Source: an optimization exercise on an open RTL-to-GDS flow (aim: a short achievable clock period and few clock cycles). Production flows keep margins and buffers that such runs may drop.
In this exercise RTL edits were held to simulation tests only and were not proved equivalent to the original.
No activity file was given, so power comes from the tool's default toggle rates.

[design.v]
`default_nettype none
package mipsPkg;
  parameter int dataWidth = 32;
  parameter int regAddrWidth = 5;
  parameter int pcWidth = 8;  
  parameter logic [5:0] opRType = 6'b000000;
  parameter logic [5:0] opLw = 6'b100011;
  parameter logic [5:0] opSw = 6'b101011;
  parameter logic [5:0] opBeq = 6'b000100;
  parameter logic [5:0] opAddi = 6'b001000;
  parameter logic [5:0] functAdd = 6'b100000;
  parameter logic [5:0] functSub = 6'b100010;
  parameter logic [5:0] functAnd = 6'b100100;
  parameter logic [5:0] functOr = 6'b100101;
  parameter logic [5:0] functSlt = 6'b101010;
  typedef enum logic [2:0] {
    aluAnd = 3'b000,
    aluOr  = 3'b001,
    aluAdd = 3'b010,
    aluSub = 3'b110,
    aluSlt = 3'b111
  } aluCtrlT;
  typedef enum logic [1:0] {
    fwdReg = 2'b00,  
    fwdWb  = 2'b01,  
    fwdMem = 2'b10   
  } fwdSelT;
endpackage
`default_nettype wire
`timescale 1ns/100ps
`default_nettype none
module mipsCore #(
  parameter int dataMemWords = 64
) (
  input  logic                             CLK,
  input  logic                             reset,
  input  logic [mipsPkg::dataWidth-1:0]    instr,
  output logic [mipsPkg::pcWidth-1:0]      pcF,
  output logic                             memWrite,
  output logic [mipsPkg::dataWidth-1:0]    memAddr,
  output logic [mipsPkg::dataWidth-1:0]    memWriteData,
  output logic                             regWrite,
  output logic [mipsPkg::regAddrWidth-1:0] writeReg,
  output logic [mipsPkg::dataWidth-1:0]    result
);
  logic [5:0] pc;            
  logic [5:0] pcN;           
  logic [5:0] pcI, pcNext, pcIncF, tgtF;
  logic       redirectE;     
  logic [5:0] tgtE;
  assign pcF = {pc, 2'b00};
  assign pcI = ~pcN;
  assign pcIncF = pcI + 6'd1;
  logic [5:0] opF, fnF;
  logic [4:0] rsF, rtF, rdF;
  logic [31:0] immF;
  assign opF = instr[31:26];
  assign fnF = instr[5:0];
  assign rsF = instr[25:21];
  assign rtF = instr[20:16];
  assign rdF = instr[15:11];
  assign immF = {{16{instr[15]}}, instr[15:0]};
  assign tgtF = pcIncF + instr[5:0];
  logic rTypeF, addF, subF, andF, orF, sltF, addiF, lwF, swF, beqF, aluRF, useImmF, wrF;
  logic uncondF, condBeqF;
  logic [4:0] dstF;
  assign rTypeF = (opF == mipsPkg::opRType);
  assign addF = rTypeF && (fnF == mipsPkg::functAdd);
  assign subF = rTypeF && (fnF == mipsPkg::functSub);
  assign andF = rTypeF && (fnF == mipsPkg::functAnd);
  assign orF = rTypeF && (fnF == mipsPkg::functOr);
  assign sltF = rTypeF && (fnF == mipsPkg::functSlt);
  assign addiF = (opF == mipsPkg::opAddi);
  assign lwF = (opF == mipsPkg::opLw);
  assign swF = (opF == mipsPkg::opSw);
  assign beqF = (opF == mipsPkg::opBeq);
  assign aluRF = addF | subF | andF | orF | sltF;
  assign useImmF = addiF | lwF | swF;
  assign wrF = aluRF | addiF | lwF;
  assign dstF = aluRF ? rdF : rtF;
  assign uncondF = beqF && (rsF == rtF);
  assign condBeqF = beqF && (rsF != rtF);
  logic        wrW;
  logic [4:0]  dstW;
  logic [31:0] resW;
  logic        zeroW;
  assign wrW = regWrite;
  assign zeroW = (resW == '0);
  logic [31:0] regs [32];
  logic [31:0] regLive, regZero;
  always_ff @(posedge CLK or posedge reset) begin
    if (reset) begin
      regLive <= '0;
    end else if (wrW && dstW != '0) begin
      regLive[dstW] <= 1'b1;
    end
  end
  always_ff @(posedge CLK) begin
    if (wrW && dstW != '0) begin
      regs[dstW] <= resW;
      regZero[dstW] <= zeroW;
    end
  end
  logic [31:0] rfA, rfB, valA, valB;
  logic [31:0] rsHot, rtHot;
  logic        hitWA, hitWB;
  always_comb begin
    rfA = '0;
    rfB = '0;
    for (int i = 1; i < 32; i++) begin
      rsHot[i] = (rsF == i[4:0]) & regLive[i];
      rtHot[i] = (rtF == i[4:0]) & regLive[i];
      rfA = rfA | (regs[i] & {32{rsHot[i]}});
      rfB = rfB | (regs[i] & {32{rtHot[i]}});
    end
    rsHot[0] = 1'b0;
    rtHot[0] = 1'b0;
  end
  assign hitWA = wrW && dstW == rsF && rsF != '0;
  assign hitWB = wrW && dstW == rtF && rtF != '0;
  assign valA = hitWA ? resW : rfA;
  assign valB = hitWB ? resW : rfB;
  logic       zeroBeqF, zeroKnownF, zeroF, depF, regIsZeroF, earlyF, takenF;
  logic [4:0] zRegF;
  logic       zeroKnownE, zeroFastE;
  logic       wrE;
  logic [4:0] dstE;
  assign zeroBeqF = condBeqF && (rsF == '0 || rtF == '0);
  assign zRegF = rsF | rtF;
  assign depF = wrE && dstE == zRegF;
  assign regIsZeroF = (wrW && dstW == zRegF) ? zeroW
                    : (~regLive[zRegF] | regZero[zRegF]);
  assign zeroKnownF = depF ? zeroKnownE : 1'b1;
  assign zeroF = depF ? zeroFastE : regIsZeroF;
  assign earlyF = zeroBeqF & zeroKnownF;
  assign takenF = uncondF | (earlyF & zeroF);
  logic [63:0] foldValid;
  logic [5:0]  foldTgt [64];
  logic        learnValid;
  logic [5:0]  learnIdx, learnTgt;
  always_ff @(posedge CLK or posedge reset) begin
    if (reset) begin
      learnValid <= 1'b0;
      foldValid <= '0;
    end else begin
      learnValid <= uncondF;
      if (learnValid) begin
        foldValid[learnIdx] <= 1'b1;
      end
    end
  end
  always_ff @(posedge CLK) begin
    learnIdx <= pcI - 6'd1;
    learnTgt <= tgtF;
    if (learnValid) begin
      foldTgt[learnIdx] <= learnTgt;
    end
  end
  always_comb begin
    if (redirectE) begin
      pcNext = tgtE;
    end else if (takenF) begin
      pcNext = tgtF;
    end else if (foldValid[pcI]) begin
      pcNext = foldTgt[pcI];
    end else begin
      pcNext = pcIncF;
    end
  end
  always_ff @(posedge CLK or posedge reset) begin
    if (reset) begin
      pc <= '0;
      pcN <= '1;
    end else begin
      pc <= pcNext;
      pcN <= ~pcNext;
    end
  end
  logic fwdAF, fwdBF;
  logic [31:0] resE;
  assign fwdAF = wrE && rsF != '0 && dstE == rsF;
  assign fwdBF = wrE && rtF != '0 && dstE == rtF;
  logic addE, andE, orE, sltE, subE, lwE, swE, beqE;
  logic [31:0] aE, bE, sdE;
  logic [7:0] immLoE;
  always_ff @(posedge CLK or posedge reset) begin
    if (reset) begin
      wrE <= 1'b0;
      swE <= 1'b0;
      beqE <= 1'b0;
    end else begin
      wrE <= ~redirectE & wrF;
      swE <= ~redirectE & swF;
      beqE <= ~redirectE & condBeqF & ~earlyF;
    end
  end
  always_ff @(posedge CLK) begin
    addE <= addF | subF | addiF;
    andE <= andF;
    orE <= orF;
    sltE <= sltF;
    subE <= subF | sltF;
    lwE <= lwF;
    dstE <= dstF;
    aE <= fwdAF ? resE : valA;
    bE <= useImmF ? immF : fwdBF ? resE : valB;
    sdE <= fwdBF ? resE : valB;
    immLoE <= immF[7:0];
    tgtE <= tgtF;
  end
  logic [31:0] sumE, aluE, readE, readMem;
  logic [32:0] sumWide;
  logic [31:0] addB, addP;
  logic        ltE;
  logic [7:0]  addrE;
  logic [63:0] addrHot;
  assign addB = bE ^ {32{subE}};
  assign sumWide = {aE, 1'b1} + {addB, subE};
  assign sumE = sumWide[32:1];
  assign ltE = (aE[31] ^ bE[31]) ? aE[31] : sumE[31];
  assign aluE = (sumE & {32{addE}})
              | (aE & bE & {32{andE}})
              | ((aE | bE) & {32{orE}})
              | {31'd0, ltE & sltE};
  assign redirectE = beqE && (aE == bE);
  assign addP = aE ^ addB;
  assign zeroKnownE = addE | andE | orE;
  assign zeroFastE = addE ? (addP == {aE[30:0] | addB[30:0], subE})
                   : andE ? ((aE & bE) == '0)
                   : ((aE | bE) == '0);
  logic [31:0] dataMem [64];
  logic        storePending;
  logic [5:0]  storeAddr;
  logic [31:0] storeValue;
  assign addrE = aE[7:0] + immLoE;
  always_comb begin
    readMem = '0;
    for (int i = 0; i < 64; i++) begin
      addrHot[i] = (addrE[7:2] == i[5:0]);
      readMem = readMem | (dataMem[i] & {32{addrHot[i]}});
    end
  end
  assign readE = (storePending && storeAddr == addrE[7:2]) ? storeValue : readMem;
  always_ff @(posedge CLK) begin
    storePending <= swE;
    storeAddr <= addrE[7:2];
    storeValue <= sdE;
    if (storePending) begin
      dataMem[storeAddr] <= storeValue;
    end
  end
  assign resE = lwE ? readE : aluE;
  always_ff @(posedge CLK or posedge reset) begin
    if (reset) begin
      regWrite <= 1'b0;
      memWrite <= 1'b0;
      writeReg <= '0;
      result <= '0;
      memAddr <= '0;
      memWriteData <= '0;
    end else begin
      regWrite <= wrE;
      memWrite <= swE;
      writeReg <= dstE;
      result <= resE;
      memAddr <= sumE;
      memWriteData <= sdE;
    end
  end
  always_ff @(posedge CLK) begin
    dstW <= dstE;
    resW <= resE;
  end
endmodule
`default_nettype wire
[flow/run.sh]
#!/bin/bash
# Standard ORFS layout through standard.sh, step by step:
#  - synthesis unchanged;
#  - the floorplan-stage repair (wire-load estimates only) runs without the
#    setup margin, the later repairs use config.mk's margin;
#  - ports get buf_4 buffers, and repairs may resize across cell footprints.
set -euo pipefail
KNOBS=(MATCH_CELL_FOOTPRINT=0 "BUFFER_PORTS_ARGS=-buffer_cell sky130_fd_sc_hd__buf_4")
bash standard.sh synth > synth.log 2>&1
bash standard.sh "${KNOBS[@]}" SETUP_SLACK_MARGIN=0 floorplan > floorplan.log 2>&1
bash standard.sh "${KNOBS[@]}" place > place.log 2>&1
bash standard.sh "${KNOBS[@]}" cts > cts.log 2>&1
bash standard.sh "${KNOBS[@]}" finish > route_finish.log 2>&1
[standard.sh]
#!/bin/bash
# synth_recipe.tcl (not shown) runs the flow's synth.tcl, then flattens the netlist and writes it again
# the make line also repeats each setting of config.mk as NAME=value (left out here)
make -C /OpenROAD-flow-scripts/flow DESIGN_CONFIG=/design/flow/config.mk WORK_HOME=/design/flow/orfs CLKGATE_MAP_FILE= SYNTH_SCRIPT=/design/flow/synth_recipe.tcl "${@:-finish}"
[config.mk]
export PLATFORM = sky130hd
export DESIGN_NAME = mipsCore
export DESIGN_NICKNAME = mipsCore
export VERILOG_FILES = /design/flow/design.v
export SDC_FILE = /design/flow/constraint.sdc
export NUM_CORES = 4
export LEC_CHECK = 0
export CAP_MARGIN = 20
export CELL_PAD_IN_SITES_DETAIL_PLACEMENT = 1
export CELL_PAD_IN_SITES_GLOBAL_PLACEMENT = 1
export CORE_MARGIN = 2
export CORE_UTILIZATION = 25
export PLACE_DENSITY = 0.35
export SETUP_SLACK_MARGIN = 5
export SLEW_MARGIN = 20
export TNS_END_PERCENT = 10
[constraint.sdc]
create_clock -name core_clock -period 8.0 [get_ports {CLK}]
set_input_delay 1.6000 -clock core_clock [delete_from_list [all_inputs] [get_ports {CLK}]]
set_output_delay 1.6000 -clock core_clock [all_outputs]
set_load 0.01 [all_outputs]
==> run summary <==
==> cells in the mapped netlist (22+ instances only) <==
cell type | instances | area (µm²)
a21o_1 | 44 | 330
o21bai_1 | 74 | 556
nor2_1 | 372 | 1400
a211oi_1 | 42 | 315
buf_1 | 71 | 267
xor2_1 | 91 | 797
inv_1 | 187 | 702
mux2i_1 | 123 | 1230
a22oi_1 | 894 | 6710
nand4_1 | 225 | 1410
a221oi_1 | 320 | 2800
mux2_2 | 54 | 608
dfxtp_1 | 203 | 4060
nor3_1 | 120 | 601
clkbuf_1 | 477 | 1790
xnor2_1 | 68 | 596
a21oi_1 | 269 | 1350
a32oi_1 | 40 | 350
o21ai_0 | 233 | 1170
nand2_1 | 471 | 1770
a22o_1 | 353 | 3090
or4_1 | 22 | 165
and3_1 | 98 | 613
mux4_2 | 81 | 1820
o22ai_1 | 63 | 394
o211ai_1 | 38 | 285
ha_1 | 153 | 1910
a31oi_1 | 25 | 156
nand3_1 | 223 | 1120
edfxtp_1 | 3456 | 104000
buf_2 | 102 | 510
a222oi_1 | 148 | 1480
nor4_1 | 78 | 488
dfrtp_1 | 209 | 5230
o221ai_1 | 55 | 482
==> critical path, delay by kind of cell (launching register included) <==
family	cells	cell delay, ns
AO/OA/AOI/OAI	6	1.46
AND/OR/NAND/NOR	5	1.41
buffers and inverters	8	1.31
flip-flops	1	0.36
adder cells (fa/ha/maj)	1	0.25
==> final cells by class <==
type,instances,area (µm²)
flip-flops and latches,3874,113000
clock inverters,250,2350
clock buffers,610,12600
diodes,114,285
multi-input cells,5170,44400
fillers,62845,414000
repair buffers,1634,17100
repair inverters,1,20.0
well taps,8120,10200
inverters,189,777
==> metrics by stage <==
stage	util, %	power, W	std cells	worst slack [ns]
2_1_floorplan	-	0.0252	9895	0.531
3_3_place_gp	27.6	0.0277	18129	0.134
3_5_place_dp	27.7	0.0277	18156	0.974
4_1_cts	32.1	0.0494	19621	3.16
5_1_grt	32.7	0.0504	19919	3.14
6_report	32.7	0.0492	19962	3.07
==> registers in the layout, indices dropped and copies added (netlist names), 64 cells and up <==
signal and count:
dataMem 2048, regs 992, foldTgt 384, foldValid 64
==> cell families after synthesis <==
group,count (synthesis)
flip-flops,3874
AND/OR/NAND/NOR,1734
AO/OA/AOI/OAI,2853
XOR/XNOR,164
adder cells (fa/ha/maj),154
multiplexers,262
buffers and inverters,852
other,1
==> final timing paths <==
kind	slack, ns	end	from
max	3.07	aE[29]	aE[4]
min	0.34	memWriteData[21]	sdE[21]
max reg2reg	3.07	aE[29]	aE[4]
min reg2reg	0.34	memWriteData[21]	sdE[21]
max in group asynchronous	5.96	memAddr[6]	reset
min in group asynchronous	0.50	memAddr[29]	reset
==> cells in the final DEF, fill, tap and decap left out, types with 114 or more instances in the layout <==
cell type  synthesis  final
edfxtp_1        3456   3456
buf_4              7   1107
a22oi_1          894    831
clkbuf_16          0    490
nand2_1          471    433
a22o_1           353    343
a221oi_1         320    262
nor2_1           372    244
nand4_1          225    225
buf_6              6    217
dfrtp_1          209    209
nand3_1          223    202
buf_12             0    202
a21oi_1          269    188
o21ai_0          233    181
inv_1            187    160
a222oi_1         148    148
dfxtp_1          203    130
mux2i_1          123    120
nor2_4             0    115
diode_2            0    114
==> power by group <==
| part | internal, W | switching [W] |
|---|---|---|
| combinational | 0.00172 | 0.00343 |
| clock | 0.0120 | 0.00933 |
| sequential | 0.0223 | 0.000503 |
| total | 0.0360 | 0.0133 |
==> routing by layer <==
metal	up-vias	track usage [%]	wire [µm]
met2	8895	46.9	440000
met4	44	15.4	62000
met1	65690	45.1	438000
li1	43605	-	-
met3	1889	7.22	105000
met5	-	0	261
==> timing repair <==
action | 4_1_cts | 5_1_grt
gates resized for setup | 1271 | 348
pin swaps | 306 | 204
gates cloned | 17 | 9
endpoints found under the setup margin | 2235 | 2378
setup buffers | 588 | 216
==> results.json <==
{
  "synth-simple-area-share_pct": 5.54,
  "maxSlewViolCount": 0,
  "clock_path_buffers": 4,
  "clk_pin_slew_ns": 0.06,
  "max_stage_delay_ns": 0.61,
  "die_y_um": 789,
  "die_area_um2": 623000,
  "synth_compound_area_share_pct": 14.2,
  "period_share_pct": 61.6,
  "synthMuxAreaShare_pct": 2.42,
  "worst_ep_required_time_ns": 8.95,
  "period_needed_ns": 4.93,
  "dp.final_hpwl_um": 657000,
  "async_flop_share_pct": 5.55,
  "clkSinkCount": 3874,
  "antenna_left": 0,
  "status": "complete, no violations",
  "layout.nets": 11517,
  "fin_setup_tns_ns": 0,
  "fmax_ghz": 0.203,
  "grt_pass1_wl_um": 1300000,
  "slew_headroom_pct": 14.5,
  "grtUsageTotal_pct": 32.2,
  "drive_gt1_share_pct": 29.8,
  "syn_area_um2": 154000,
  "place.gp.congestion": 0.895,
  "drt-initial-drc-count": 21301,
  "syn_inst": 9894,
  "start_util_pct": 25.1,
  "area_delta_synth_final_pct": 30.4,
  "grt_antenna_before_repair": 149,
  "critPathCaptureType": "flip-flop",
  "leakage_nw": 72.2,
  "synth.avg_cell_area_um2": 15.6,
  "arrival_ns": 5.88,
  "ir_drop_mv": 0.186,
  "cpMostUsedCell": "buf_4",
  "yosysSeqAreaShare_pct": 73.4,
  "wirelength_um": 1050000,
  "tritoncts": "yes",
  "worstMarginPinSlew_ns": 1.28,
  "setup_viol": 0,
  "io_pins": 145,
  "power_density_nw_per_um2": 245,
  "synthXorXnorAreaFrac_pct": 0.973,
  "die_x_um": 789,
  "yosys_register_bits": 3874,
  "numPortBuffers": 142,
  "synth_top_family_by_area": "compound AO/OA/AOI/OAI gates",
  "hold_viol_final": 0,
  "rows": 288,
  "drv_cap": 0,
  "htreeDepth": 5,
  "vias": 120123,
  "rsz0062_at_grt": "yes",
  "ff2ff_path_depth": 20,
  "cpMaxStageDelayCell": "nor4_4",
  "whs_ns": 0.343,
  "synth-edff-count": 3456,
  "core_um2": 615000,
  "yosysWarnings": 1,
  "place_area_um2": 171000,
  "grt_overflow_total": 0,
  "cts_buffers": 459,
  "worstPathCellList": "ha_4 -> buf_12 -> and3_4 -> or3_4 -> o211ai_4 -> buf_6 -> buf_6 -> buf_12 -> buf_8 -> nor2_1 -> buf_4 -> a22oi_1 -> o21ai_0 -> a2111o_1 -> nor4_4 -> buf_4 -> o22ai_4 -> nand2_2 -> o21ai_2 -> buf_4",
  "viasPerCell": 6.02,
  "clk_latency_ns": 1.12,
  "ys_types": 116,
  "cts-root-buf": "clkbuf_16",
  "grt_max_degree": 84,
  "skew_ns": 0.132,
  "cp_max_fo": 8,
  "drtPass1Iterations": 7,
  "synth_top_flop_cell": "edfxtp_1",
  "hold-path-cell-count": 0,
  "drc": 0,
  "crit_type": "reg -> reg",
  "cts_hold_buf": 0,
  "yosys.area_share.adder_pct": 1.25,
  "design_area_um2": 201000,
  "wl_per_cell_um": 52.4,
  "grt_pass1_vias": 112732,
  "hp-class": "reg -> reg",
  "cp-start-kind": "flip-flop"
}
Testbench counts, summed over its fixed seeds: cycles 26,785.

## afterwards: timing with drivers on the ports
Ports are ideal in the flow. The routed layout listed here was re-timed in OpenROAD.
Step 1: set_driving_cell puts a clkbuf_16 on CLK and a buf_2 on each other input, an assumption about the parent block.
Step 2, shift: input delay + t, output delay - t, t = (earliest + latest rising clock arrival at the registers) / 2. This alone moves slack from input paths to output paths.
Slacks: ideal / step 1 / step 2; pairs: ideal / step 1.
t (ns): 1.206
slack for setup (ns): 3.071 / 3.071 / 2.264
slew at the worst register clock pin (ns): 0.07 / 0.07
worst slew at a driven data input, ns: 0.34
cell pins on the clock port's net: 1
After both steps this run still meets setup and hold. For this run, drivers alone change the setup slack by 0.000 ns; drivers and shift together by -0.807 ns.
